Context: an optimization exercise on an open-source flow, tuned for small area, a short achievable clock period and few clock cycles per item. The choices shown serve that exercise and are no tape-out recipe.

==> 03-01 <==
Design sbox_subbytes_pipe, start of the top module:
module sbox_subbytes_pipe
#(
   parameter int N_BYTES = 16
) (
   input  logic                 clk,
   input  logic                 rst_n,
   input  logic                 in_valid,
   output logic                 in_ready,
   input  logic [8*N_BYTES-1:0] in_data,
   input  logic                 in_inv,
   output logic                 out_valid,
   input  logic                 out_ready,
   output logic [8*N_BYTES-1:0] out_data,
   output logic                 out_inv,
   output logic                 busy
);
Settings: LEC_CHECK=0, ABC_AREA=1, CAP_MARGIN=20, CELL_PAD_IN_SITES_DETAIL_PLACEMENT=0, CELL_PAD_IN_SITES_GLOBAL_PLACEMENT=1, CORE_MARGIN=2, CORE_UTILIZATION=60, CTS_CLUSTER_DIAMETER=100, CTS_CLUSTER_SIZE=30, PLACE_DENSITY=0.7, SETUP_SLACK_MARGIN=2.15, SLEW_MARGIN=20; clock period 5.0 ns.
standard.sh (not shown) runs the stock make flow with config.mk's settings and CLKGATE_MAP_FILE= SYNTH_SCRIPT=/design/flow/synth_recipe.tcl, a recipe that flattens the netlist after the stock synthesis.
==> flow/flow/run.sh <==
#!/bin/bash
# Own flow: the standard layout (standard.sh) with two changes:
#  - synthesis maps the logic with flow/abc.script in place of ORFS's abc_area.script
#    (registers, flattening and renaming are the standard synthesis's);
#  - the port buffers that the standard flow inserts are sky130_fd_sc_hd__buf_2 cells
#    instead of the tool's default pick.
# Each step's full output goes to its own log file in this folder.
set -euo pipefail
cd "$(dirname "$0")/.."
rm -rf myscripts
cp -r "$FLOW_HOME/scripts" myscripts
cp flow/abc.script myscripts/abc_area.script
bash standard.sh SCRIPTS_DIR="$PWD/myscripts" synth > synth.log 2>&1
bash standard.sh BUFFER_PORTS_ARGS="-buffer_cell sky130_fd_sc_hd__buf_2" finish > layout.log 2>&1
==> flow/flow/abc.script <==
strash
&get -n
&dch -f
&nf -R 1000
&put
topo
stime -c
==> 10-17: changes against 03-01 <==
==> flow/design.v (replaced) <==
package aes_sbox_pkg;
   typedef logic [7:0] byte_t;
endpackage
module sbox_lane_s1 (
   input  logic [7:0] in_byte,
   input  logic       inv,
   output logic [7:0] cut
);
   wire w_y0 = in_byte[0];
   wire w_y1 = in_byte[1];
   wire w_y2 = in_byte[2];
   wire w_y3 = in_byte[3];
   wire w_y4 = in_byte[4];
   wire w_y5 = in_byte[5];
   wire w_y6 = in_byte[6];
   wire w_y7 = in_byte[7];
   wire w_inv = inv;
   wire w_ai2 = w_y1 ^ w_y4;
   wire w_ai7 = w_y6 ^ w_ai2;
   wire w_ya7 = w_ai7;
   wire w_U0 = w_inv ? w_ya7 : w_y7;
   wire w_ai3 = w_y3 ^ w_y6;
   wire w_ai4 = w_y0 ^ w_ai3;
   wire w_ya1 = w_ai4;
   wire w_U6 = w_inv ? w_ya1 : w_y1;
   wire w_T3 = w_U0 ^ w_U6;
   wire w_ai6 = w_y7 ^ w_ai2;
   wire w_ya2 = ~w_ai6;
   wire w_U5 = w_inv ? w_ya2 : w_y2;
   wire w_T2 = w_U0 ^ w_U5;
   wire w_ai0 = w_y0 ^ w_y5;
   wire w_ai10 = w_y2 ^ w_ai0;
   wire w_ya3 = w_ai10;
   wire w_U4 = w_inv ? w_ya3 : w_y3;
   wire w_T5 = w_U4 ^ w_U6;
   wire w_ai1 = w_y2 ^ w_y7;
   wire w_ai11 = w_y4 ^ w_ai1;
   wire w_ya5 = w_ai11;
   wire w_U2 = w_inv ? w_ya5 : w_y5;
   wire w_T12 = w_U2 ^ w_U5;
   wire w_T16 = w_T5 ^ w_T12;
   wire w_ai5 = w_y1 ^ w_ai3;
   wire w_ya4 = w_ai5;
   wire w_U3 = w_inv ? w_ya4 : w_y4;
   wire w_T1 = w_U0 ^ w_U3;
   wire w_ai8 = w_y3 ^ w_ai0;
   wire w_ya6 = w_ai8;
   wire w_U1 = w_inv ? w_ya6 : w_y6;
   wire w_T7 = w_U1 ^ w_U2;
   wire w_ai9 = w_y5 ^ w_ai1;
   wire w_ya0 = ~w_ai9;
   wire w_U7 = w_inv ? w_ya0 : w_y0;
   wire w_T18 = w_U3 ^ w_U7;
   wire w_T19 = w_T7 ^ w_T18;
   wire w_T20 = w_T1 ^ w_T19;
   wire w_T6 = w_T1 ^ w_T5;
   wire w_T10 = w_T6 ^ w_T7;
   wire w_T9 = w_U7 ^ w_T7;
   wire w_T17 = w_T9 ^ w_T16;
   wire w_T11 = w_U1 ^ w_U5;
   wire w_T15 = w_T5 ^ w_T11;
   assign cut[0] = w_T3;
   assign cut[1] = w_T2;
   assign cut[2] = w_T16;
   assign cut[3] = w_T1;
   assign cut[4] = w_T20;
   assign cut[5] = w_T10;
   assign cut[6] = w_T17;
   assign cut[7] = w_T15;
endmodule
module sbox_lane_s2 (
   input  logic [7:0] cut_in,
   output logic [11:0] cut_out
);
   wire w_a_T3 = cut_in[0];
   wire w_a_T2 = cut_in[1];
   wire w_a_T16 = cut_in[2];
   wire w_a_T1 = cut_in[3];
   wire w_a_T20 = cut_in[4];
   wire w_a_T10 = cut_in[5];
   wire w_a_T17 = cut_in[6];
   wire w_a_T15 = cut_in[7];
   wire w_ta0 = w_a_T10 ^ w_a_T15;
   wire w_T27 = w_ta0;
   wire w_ta3 = w_a_T2 ^ w_a_T1;
   wire w_T4 = w_ta3;
   wire w_ta11 = w_a_T17 ^ w_a_T15;
   wire w_U7 = w_ta11;
   wire w_T20 = w_a_T20;
   wire w_T10 = w_a_T10;
   wire w_T1 = w_a_T1;
   wire w_T3 = w_a_T3;
   wire w_ta4 = w_a_T16 ^ w_ta0;
   wire w_T6 = w_ta4;
   wire w_ta9 = w_a_T1 ^ w_a_T20;
   wire w_T19 = w_ta9;
   wire w_M4 = w_T19 & w_U7;
   wire w_ta5 = w_a_T3 ^ w_ta3;
   wire w_T13 = w_ta5;
   wire w_M1 = w_T13 & w_T6;
   wire w_M5 = w_M4 ^ w_M1;
   wire w_ta10 = w_a_T2 ^ w_a_T10;
   wire w_T24 = w_ta10;
   wire w_M17 = w_M5 ^ w_T24;
   wire w_T2 = w_a_T2;
   wire w_M14 = w_T2 & w_T10;
   wire w_T15 = w_a_T15;
   wire w_M11 = w_T1 & w_T15;
   wire w_M15 = w_M14 ^ w_M11;
   wire w_M21 = w_M17 ^ w_M15;
   wire w_T17 = w_a_T17;
   wire w_M9 = w_T20 & w_T17;
   wire w_T16 = w_a_T16;
   wire w_M6 = w_T3 & w_T16;
   wire w_M10 = w_M9 ^ w_M6;
   wire w_M19 = w_M10 ^ w_M15;
   wire w_ta8 = w_a_T20 ^ w_a_T17;
   wire w_T25 = w_ta8;
   wire w_M23 = w_M19 ^ w_T25;
   wire w_ta7 = w_a_T3 ^ w_a_T16;
   wire w_T26 = w_ta7;
   wire w_M8 = w_T26 ^ w_M6;
   wire w_ta1 = w_a_T3 ^ w_a_T20;
   wire w_T22 = w_ta1;
   wire w_ta2 = w_a_T16 ^ w_a_T17;
   wire w_T9 = w_ta2;
   wire w_M7 = w_T22 & w_T9;
   wire w_M18 = w_M8 ^ w_M7;
   wire w_M12 = w_T4 & w_T27;
   wire w_M13 = w_M12 ^ w_M11;
   wire w_M22 = w_M18 ^ w_M13;
   wire w_ta12 = w_a_T1 ^ w_a_T15;
   wire w_T14 = w_ta12;
   wire w_M3 = w_T14 ^ w_M1;
   wire w_ta13 = w_a_T2 ^ w_ta1;
   wire w_T23 = w_ta13;
   wire w_ta6 = w_a_T10 ^ w_ta2;
   wire w_T8 = w_ta6;
   wire w_M2 = w_T23 & w_T8;
   wire w_M16 = w_M3 ^ w_M2;
   wire w_M20 = w_M16 ^ w_M13;
   wire w_M25 = w_M22 & w_M20;
   wire w_M28 = w_M23 ^ w_M25;
   wire w_M27 = w_M20 ^ w_M21;
   wire w_M29 = w_M28 & w_M27;
   wire w_M37 = w_M21 ^ w_M29;
   wire w_M31 = w_M20 & w_M23;
   wire w_M32 = w_M27 & w_M31;
   wire w_M33 = w_M27 ^ w_M25;
   wire w_M38 = w_M32 ^ w_M33;
   wire w_M26 = w_M21 ^ w_M25;
   wire w_M24 = w_M22 ^ w_M23;
   wire w_M30 = w_M26 & w_M24;
   wire w_M39 = w_M23 ^ w_M30;
   wire w_M34 = w_M21 & w_M22;
   wire w_M35 = w_M24 & w_M34;
   wire w_M36 = w_M24 ^ w_M25;
   wire w_M40 = w_M35 ^ w_M36;
   assign cut_out[0] = w_T27;
   assign cut_out[1] = w_T4;
   assign cut_out[2] = w_U7;
   assign cut_out[3] = w_T20;
   assign cut_out[4] = w_T10;
   assign cut_out[5] = w_T1;
   assign cut_out[6] = w_T3;
   assign cut_out[7] = w_T6;
   assign cut_out[8] = w_M37;
   assign cut_out[9] = w_M38;
   assign cut_out[10] = w_M39;
   assign cut_out[11] = w_M40;
endmodule
module sbox_lane_s3 (
   input  logic [11:0] cut,
   input  logic       inv,
   output logic [7:0] out_byte
);
   wire w_r_T27 = cut[0];
   wire w_r_T4 = cut[1];
   wire w_r_U7 = cut[2];
   wire w_r_T20 = cut[3];
   wire w_r_T10 = cut[4];
   wire w_r_T1 = cut[5];
   wire w_r_T3 = cut[6];
   wire w_r_T6 = cut[7];
   wire w_r_M37 = cut[8];
   wire w_r_M38 = cut[9];
   wire w_r_M39 = cut[10];
   wire w_r_M40 = cut[11];
   wire w_invq = inv;
   wire w_s2_M37 = w_r_M37;
   wire w_s2_M39 = w_r_M39;
   wire w_M42 = w_s2_M37 ^ w_s2_M39;
   wire w_s2_M38 = w_r_M38;
   wire w_s2_M40 = w_r_M40;
   wire w_M41 = w_s2_M38 ^ w_s2_M40;
   wire w_M45 = w_M42 ^ w_M41;
   wire w_s2_T4 = w_r_T4;
   wire w_M62 = w_M45 & w_s2_T4;
   wire w_M43 = w_s2_M37 ^ w_s2_M38;
   wire w_tb6 = w_r_T27 ^ w_r_T6;
   wire w_s2_T16 = w_tb6;
   wire w_M49 = w_M43 & w_s2_T16;
   wire w_s2_T1 = w_r_T1;
   wire w_M61 = w_M42 & w_s2_T1;
   wire w_L5 = w_M49 ^ w_M61;
   wire w_L6 = w_M62 ^ w_L5;
   wire w_M44 = w_s2_M39 ^ w_s2_M40;
   wire w_tb4 = w_r_T4 ^ w_r_T3;
   wire w_s2_T13 = w_tb4;
   wire w_M55 = w_M44 & w_s2_T13;
   wire w_tb3 = w_r_U7 ^ w_r_T6;
   wire w_tb8 = w_r_T10 ^ w_tb3;
   wire w_s2_T9 = w_tb8;
   wire w_M50 = w_s2_M38 & w_s2_T9;
   wire w_tb0 = w_r_T4 ^ w_r_T1;
   wire w_tb1 = w_r_T20 ^ w_r_T3;
   wire w_tb9 = w_tb0 ^ w_tb1;
   wire w_s2_T23 = w_tb9;
   wire w_M56 = w_s2_M40 & w_s2_T23;
   wire w_L1 = w_M50 ^ w_M56;
   wire w_L15 = w_M55 ^ w_L1;
   wire w_tb2 = w_r_T27 ^ w_r_T10;
   wire w_s2_T15 = w_tb2;
   wire w_M52 = w_M42 & w_s2_T15;
   wire w_s2_T27 = w_r_T27;
   wire w_M53 = w_M45 & w_s2_T27;
   wire w_L9 = w_M52 ^ w_M53;
   wire w_L24 = w_L15 ^ w_L9;
   wire w_S0 = w_L6 ^ w_L24;
   wire w_s7 = w_S0;
   wire w_s2_T10 = w_r_T10;
   wire w_M54 = w_M41 & w_s2_T10;
   wire w_s2_T3 = w_r_T3;
   wire w_M58 = w_M43 & w_s2_T3;
   wire w_L4 = w_M54 ^ w_M58;
   wire w_L10 = w_M53 ^ w_L4;
   wire w_L25 = w_L6 ^ w_L10;
   wire w_s2_T20 = w_r_T20;
   wire w_M60 = w_s2_M37 & w_s2_T20;
   wire w_s2_T6 = w_r_T6;
   wire w_M46 = w_M44 & w_s2_T6;
   wire w_s2_U7 = w_r_U7;
   wire w_M48 = w_s2_M39 & w_s2_U7;
   wire w_L2 = w_M46 ^ w_M48;
   wire w_L11 = w_M60 ^ w_L2;
   wire w_tb5 = w_r_T20 ^ w_r_T1;
   wire w_s2_T19 = w_tb5;
   wire w_M57 = w_s2_M39 & w_s2_T19;
   wire w_L17 = w_M57 ^ w_L1;
   wire w_L29 = w_L11 ^ w_L17;
   wire w_S5 = w_L25 ^ w_L29;
   wire w_s2 = w_S5;
   wire w_s2_T2 = w_tb0;
   wire w_M63 = w_M41 & w_s2_T2;
   wire w_L19 = w_M63 ^ w_L4;
   wire w_L14 = w_M52 ^ w_M61;
   wire w_L28 = w_L11 ^ w_L14;
   wire w_S2 = ~(w_L19 ^ w_L28);
   wire w_s5 = w_S2;
   wire w_zi1 = w_s2 ^ w_s5;
   wire w_zi9 = w_s7 ^ w_zi1;
   wire w_z0 = ~w_zi9;
   wire w_tb7 = w_r_U7 ^ w_tb2;
   wire w_s2_T17 = w_tb7;
   wire w_M51 = w_s2_M37 & w_s2_T17;
   wire w_s2_T22 = w_tb1;
   wire w_M59 = w_s2_M38 & w_s2_T22;
   wire w_L8 = w_M51 ^ w_M59;
   wire w_L18 = w_M58 ^ w_L8;
   wire w_L23 = w_L18 ^ w_L2;
   wire w_S7 = ~(w_L6 ^ w_L23);
   wire w_o0 = w_invq ? w_z0 : w_S7;
   wire w_L0 = w_M61 ^ w_M62;
   wire w_L16 = w_M56 ^ w_L0;
   wire w_s2_T8 = w_tb3;
   wire w_M47 = w_s2_M40 & w_s2_T8;
   wire w_L3 = w_M47 ^ w_M55;
   wire w_L7 = w_M46 ^ w_L3;
   wire w_L26 = w_L7 ^ w_L9;
   wire w_S1 = ~(w_L16 ^ w_L26);
   wire w_s6 = w_S1;
   wire w_s0 = w_S7;
   wire w_L20 = w_L0 ^ w_L1;
   wire w_L12 = w_M48 ^ w_M51;
   wire w_L22 = w_L3 ^ w_L12;
   wire w_S4 = w_L20 ^ w_L22;
   wire w_s3 = w_S4;
   wire w_zi3 = w_s0 ^ w_s3;
   wire w_zi7 = w_s6 ^ w_zi3;
   wire w_z1 = w_zi7;
   wire w_L13 = w_M50 ^ w_L0;
   wire w_L27 = w_L8 ^ w_L10;
   wire w_S6 = ~(w_L13 ^ w_L27);
   wire w_o1 = w_invq ? w_z1 : w_S6;
   wire w_s1 = w_S6;
   wire w_L21 = w_L1 ^ w_L7;
   wire w_S3 = w_L6 ^ w_L21;
   wire w_s4 = w_S3;
   wire w_zi2 = w_s4 ^ w_s7;
   wire w_zi4 = w_s1 ^ w_zi2;
   wire w_z2 = ~w_zi4;
   wire w_o2 = w_invq ? w_z2 : w_S5;
   wire w_zi10 = w_s0 ^ w_zi1;
   wire w_z3 = w_zi10;
   wire w_o3 = w_invq ? w_z3 : w_S4;
   wire w_zi0 = w_s1 ^ w_s6;
   wire w_zi11 = w_s3 ^ w_zi0;
   wire w_z4 = w_zi11;
   wire w_o4 = w_invq ? w_z4 : w_S3;
   wire w_zi5 = w_s2 ^ w_zi2;
   wire w_z5 = w_zi5;
   wire w_o5 = w_invq ? w_z5 : w_S2;
   wire w_zi8 = w_s5 ^ w_zi3;
   wire w_z6 = w_zi8;
   wire w_o6 = w_invq ? w_z6 : w_S1;
   wire w_zi6 = w_s4 ^ w_zi0;
   wire w_z7 = w_zi6;
   wire w_o7 = w_invq ? w_z7 : w_S0;
   assign out_byte[0] = w_o0;
   assign out_byte[1] = w_o1;
   assign out_byte[2] = w_o2;
   assign out_byte[3] = w_o3;
   assign out_byte[4] = w_o4;
   assign out_byte[5] = w_o5;
   assign out_byte[6] = w_o6;
   assign out_byte[7] = w_o7;
endmodule
module sbox_subbytes_pipe
#(
   parameter int N_BYTES = 16
) (
   input  logic                 clk,
   input  logic                 rst_n,
   input  logic                 in_valid,
   output logic                 in_ready,
   input  logic [8*N_BYTES-1:0] in_data,
   input  logic                 in_inv,
   output logic                 out_valid,
   input  logic                 out_ready,
   output logic [8*N_BYTES-1:0] out_data,
   output logic                 out_inv,
   output logic                 busy
);
   localparam int DW = 8*N_BYTES;
   localparam int NA = 8;    
   localparam int NB = 12;    
   logic                  vld0_q, vld1_q, vld2_q;
   logic                  inv0_q, inv1_q, inv2_q;
   logic [N_BYTES*NA-1:0] a_d, a_q;
   logic [N_BYTES*NB-1:0] b_d, b_q;
   logic [DW-1:0]         sub_d, sub_q;
   logic                  adv;
   assign adv = !vld2_q || out_ready;
   generate
      for (genvar i = 0; i < N_BYTES; i++) begin : g_lane
         sbox_lane_s1 u_s1 (
            .in_byte (in_data[8*i +: 8]),
            .inv     (in_inv),
            .cut     (a_d[NA*i +: NA])
         );
         sbox_lane_s2 u_s2 (
            .cut_in  (a_q[NA*i +: NA]),
            .cut_out (b_d[NB*i +: NB])
         );
         sbox_lane_s3 u_s3 (
            .cut      (b_q[NB*i +: NB]),
            .inv      (inv1_q),
            .out_byte (sub_d[8*i +: 8])
         );
      end
   endgenerate
   always_ff @(posedge clk) begin
      if (!rst_n) begin
         vld0_q <= 1'b0;
         vld1_q <= 1'b0;
         vld2_q <= 1'b0;
      end else begin
         if (adv) vld0_q <= in_valid;
         if (adv) vld1_q <= vld0_q;
         if (adv) vld2_q <= vld1_q;
      end
      if (adv) begin
         a_q    <= a_d;
         inv0_q <= in_inv;
      end
      if (adv) begin
         b_q    <= b_d;
         inv1_q <= inv0_q;
      end
      if (adv) begin
         sub_q  <= sub_d;
         inv2_q <= inv1_q;
      end
   end
   assign in_ready  = adv;
   assign out_valid = vld2_q;
   assign out_data  = sub_q;
   assign out_inv   = inv2_q;
   assign busy      = vld0_q | vld1_q | vld2_q;
endmodule
==> flow/flow/abc.script (replaced) <==
strash
dch
map -D 3000
topo
stime -c
buffer -c
upsize -c
dnsize -c
Settings changed: CORE_UTILIZATION 60 to 50, CTS_CLUSTER_DIAMETER 100 to default, CTS_CLUSTER_SIZE 30 to default, PLACE_DENSITY 0.7 to 0.62, SETUP_SLACK_MARGIN 2.15 to 2.0.
==> notes <==
Of 10-17 and 03-01, 03-01 has the higher non-clock buffer count (gap 10). In 10-17 the sequential cell count is lower than in 03-01, by 4. Maximum frequency: 10-17 is higher than 03-01 (2.3%). Against 03-01, the synthesized cell count of 10-17 is larger by about 20%. In 10-17 the first-iteration DRC count is higher than in 03-01, by about 20%. Die area: 10-17 is larger than 03-01 (25%). In 03-01 the via count is lower than in 10-17, by about 13%.
==> figures <==
Number of enable-type register cells in the synthesized netlist: 10-17 451; 03-01 455
Most frequent cell after synthesis: 10-17 sky130_fd_sc_hd__xor2_1; 03-01 sky130_fd_sc_hd__xnor2_1
Area used by multi-input combinational logic: 10-17 0.0231 mm²; 03-01 0.0218 mm²
Relative area of non-clock buffer cells in the final design: 10-17 0.0442; 03-01 0.0529
Worst-Skew Late Latency: 10-17 0.61 ns; 03-01 0.57 ns
Weighted congestion reported at the end of routability-driven placement: 10-17 0.856; 03-01 0.889
Setup slack after layout: 10-17 2.10 ns; 03-01 2.04 ns
Largest net degree at the start of global routing: 10-17 124; 03-01 100
Worst hold margin: 10-17 0.417 ns; 03-01 0.503 ns
Area Overhead vs Synth: 10-17 16.1%; 03-01 9.51%
Num rows: 10-17 100; 03-01 89
Amount of wire on met3 after detailed routing: 10-17 3.06 mm; 03-01 2.22 mm
Number of buffer and inverter instances along the worst setup path: 10-17 0; 03-01 4
Clock-pin slew of the registers on the worst-case setup and hold paths: 10-17 0.06 ns; 03-01 0.12 ns
Biggest cell delay along the critical path: 10-17 0.48 ns; 03-01 0.43 ns
Parity-gate share of the synthesized area counting xor and xnor cells: 10-17 0.375; 03-01 0.440
Compound-gate portion of the synthesized area: 10-17 0.0590; 03-01 0.0439
Run status: 10-17 no timing/DRC/antenna violations; 03-01 no timing/DRC/antenna violations
Reg2reg setup slack: 10-17 2.10 ns; 03-01 2.37 ns
Function was not checked in any run of this note: the RTL went through the layout flow alone.

afterwards: timing with drivers on the ports:
The flow's constraints put no driver on any port. The routed layouts listed below were extracted and timed again, unchanged, in two steps. Step 1: set_driving_cell puts a clkbuf_16 on clk and a buf_2 on each other input, an assumption about the parent block. Step 2 times the ports against the registers' clock, not the clock port: input delays grow and output delays shrink by t, the midpoint of the rising clock arrivals with the driver on. Slacks: ideal ports / drivers / drivers and shift; pairs: ideal ports / drivers.
run | t (ns) | setup WS [ns] | worst setup path at the end | worst data-port slew with drivers (ns)
03-01 | 0.623 | 2.037 / 1.974 / 1.728 | input to register | 0.10
10-17 | 0.664 | 2.104 / 2.104 / 1.708 | input to register | 0.11
After both steps setup and hold are still met in every run listed. For 10-17, which loses most, drivers alone change the setup slack by 0.000 ns; drivers and shift together by -0.396 ns.
